Context: an optimization exercise on an open-source flow, tuned for small area. The choices shown serve that exercise and are no tape-out recipe. Power figures rest on the tool's default switching activity, not on a simulated workload.

==> flow/design.v (excerpt) <==
module efuse_load_ctrl
#(
  parameter  int EFUSE_BIT      = 1024,
  parameter  int APB_ADDR_WIDTH = 8,
  parameter  int APB_DATA_WIDTH = 8,
  parameter  int STRB_DEF       = 4,
  parameter  int AUTO_LOAD      = 1,
  localparam int EA_W           = $clog2(EFUSE_BIT)
) (
  input  logic                      clk,
  input  logic                      rstn,
  input  logic                      psel,
  input  logic                      penable,
  input  logic                      pwrite,
  input  logic [APB_ADDR_WIDTH-1:0] paddr,
  input  logic [APB_DATA_WIDTH-1:0] pwdata,
  output logic [APB_DATA_WIDTH-1:0] prdata,
  output logic                      pready,
  output logic                      pslverr,
  output logic                      efuse_csb,
  output logic [EA_W-1:0]           efuse_addr,
  output logic                      efuse_strobe,
  input  logic                      efuse_dout,
  ...
==> flow/config.mk <==
export PLATFORM = sky130hd
export DESIGN_NAME = efuse_load_ctrl
export DESIGN_NICKNAME = efuse_load_ctrl
export VERILOG_FILES = /design/flow/design.v
export SDC_FILE = /design/flow/constraint.sdc
export NUM_CORES = 4
export LEC_CHECK = 0
export CAP_MARGIN = 0
export CORE_MARGIN = 2
export CORE_UTILIZATION = 45
export PLACE_DENSITY = 0.65
export SLEW_MARGIN = 0
export SYNTH_HIERARCHICAL = 1
export SYNTH_MINIMUM_KEEP_SIZE = 0
==> flow/constraint.sdc <==
create_clock -name core_clock -period 12.0 [get_ports {clk}]
set_input_delay 2.4000 -clock core_clock [delete_from_list [all_inputs] [get_ports {clk}]]
set_output_delay 2.4000 -clock core_clock [all_outputs]
set_load 0.01 [all_outputs]
standard.sh (not shown) runs the stock make flow with config.mk's settings and CLKGATE_MAP_FILE= SYNTH_SCRIPT=/design/flow/synth_recipe.tcl, a recipe that flattens the netlist after the stock synthesis.
==> flow/flow/run.sh <==
#!/bin/bash
# Own layout flow: the standard ORFS flow, with plain buf_1 cells as the
# port buffers and no dummy loads in the clock tree.
set -euo pipefail
bash standard.sh \
  'BUFFER_PORTS_ARGS=-buffer_cell sky130_fd_sc_hd__buf_1' \
  'CTS_ARGS=-sink_clustering_enable -repair_clock_nets -dont_use_dummy_load -sink_clustering_size 20 -sink_clustering_max_diameter 70 -buf_list sky130_fd_sc_hd__clkbuf_8' \
  finish > flow_make.log 2>&1
Next try:
--- a/flow/flow/run.sh
+++ b/flow/flow/run.sh
@@ -7 +7 @@
-  'CTS_ARGS=-sink_clustering_enable -repair_clock_nets -dont_use_dummy_load -sink_clustering_size 20 -sink_clustering_max_diameter 70 -buf_list sky130_fd_sc_hd__clkbuf_8' \
+  'CTS_ARGS=-sink_clustering_enable -repair_clock_nets -dont_use_dummy_load -sink_clustering_size 18 -sink_clustering_max_diameter 50 -buf_list sky130_fd_sc_hd__clkbuf_8' \
Effect:
- The changed run passed the timing, design-rule and antenna checks
- worst setup slack loses 110 ps
- combinational power barely changes
- power came out higher by 2.8%
- hold slack stays flat
- critical path depth does not change
- count of clock-buffer cells in the layout came out higher by 18
- clock skew came out lower by 11 ps
- final area came out higher by 0.80%
No functional check of the RTL was part of any run of this note.

Another version of the RTL of efuse_load_ctrl (not shown whole).
Size: about 2000 cells after synthesis, ~1100 flip-flops, roughly 46 I/O pins.
export LEC_CHECK = 0
export CAP_MARGIN = 0
export CORE_MARGIN = 2
export CORE_UTILIZATION = 45
export PLACE_DENSITY = 0.65
export SLEW_MARGIN = 0
export SYNTH_HIERARCHICAL = 1
export SYNTH_MINIMUM_KEEP_SIZE = 0
create_clock -name core_clock -period 12.0 [get_ports {clk}]
==> flow/flow/run.sh <==
#!/bin/bash
# Own layout flow: the standard ORFS flow (standard.sh) with these changes:
#  - synthesis runs the standard flow's own script (synth_recipe.tcl) unchanged, except that
#    ABC maps the logic with flow/abc_area.script (SAT-based deep synthesis
#    for area, then ORFS's usual mapper, no ABC buffering or gate sizing), and
#    the adders are left to ABC instead of ORFS's adder cell mapping. Registers
#    are mapped before ABC runs, so they are the standard synthesis's;
#  - the port buffers are plain buf_1 cells;
#  - the clock tree has no dummy loads, with sink clusters of up to 18 flops.
# The make output goes to flow_make.log; ORFS keeps each step's log in orfs/logs.
set -euo pipefail
here=$(pwd)
{
  echo "proc abc {args} {"
  echo "  set i [lsearch -exact \$args -script]"
  echo "  if {\$i >= 0} { lset args [expr {\$i + 1}] {$here/flow/abc_area.script} }"
  echo "  yosys abc {*}\$args"
  echo "}"
  cat synth_recipe.tcl
} > flow_synth.tcl
bash standard.sh \
  "SYNTH_SCRIPT=$here/flow_synth.tcl" 'ADDER_MAP_FILE=' \
  'BUFFER_PORTS_ARGS=-buffer_cell sky130_fd_sc_hd__buf_1' \
  'CTS_ARGS=-sink_clustering_enable -repair_clock_nets -dont_use_dummy_load -sink_clustering_size 18 -sink_clustering_max_diameter 70 -buf_list sky130_fd_sc_hd__clkbuf_8' \
  finish > flow_make.log 2>&1
==> flow/flow/abc_area.script <==
&get -n
&st
&deepsyn -T 30
&dch
&nf -R 1000
&put
topo
stime -c
The first run completed with no timing, DRC or antenna violations.
Rerun with:
--- a/flow/flow/run.sh
+++ b/flow/flow/run.sh
@@ -23,3 +23,3 @@
   'BUFFER_PORTS_ARGS=-buffer_cell sky130_fd_sc_hd__buf_1' \
-  'CTS_ARGS=-sink_clustering_enable -repair_clock_nets -dont_use_dummy_load -sink_clustering_size 18 -sink_clustering_max_diameter 70 -buf_list sky130_fd_sc_hd__clkbuf_8' \
+  'CTS_ARGS=-sink_clustering_enable -repair_clock_nets -dont_use_dummy_load -sink_clustering_size 20 -sink_clustering_max_diameter 60 -buf_list sky130_fd_sc_hd__clkbuf_8' \
   finish > flow_make.log 2>&1
Result: Routed wire length is about the same; setup slack improves by 31 ps; final cell count goes down slightly; synthesized area stays the same; cell area is lower slightly; critical path depth does not change.
Function was not checked in any run of this note: the RTL went through the layout flow alone.

## afterwards: timing with drivers on the ports
No port has a modelled driver above. Below, the same layouts with a new extraction and two added sets of constraints.
Step 1 sets driving cells, clkbuf_16 on the clock port and buf_2 on the other inputs (assumed; they add their load-dependent delay and slew).
Step 2 also shifts input and output timing later by t, the mid clock arrival at the registers, as if the neighbouring blocks saw the same clock.
a / b / c = ideal ports / drivers / drivers and shift; a / b = the first two.
run | t (ns) | slack for setup (ns) | slew at the worst register clock pin (ns) | worst data-port slew with drivers (ns)
the first run of note 1 | 0.733 | 1.255 / 1.232 / 1.232 | 0.12 / 0.12 | 0.03
the second run of note 1 | 0.707 | 1.149 / 1.126 / 1.126 | 0.11 / 0.11 | 0.03
the first run of note 2 | 0.715 | 0.846 / 0.819 / 0.819 | 0.11 / 0.11 | 0.04
the second run of note 2 | 0.738 | 0.877 / 0.850 / 0.850 | 0.12 / 0.12 | 0.04
After both steps setup and hold are still met in every run listed.
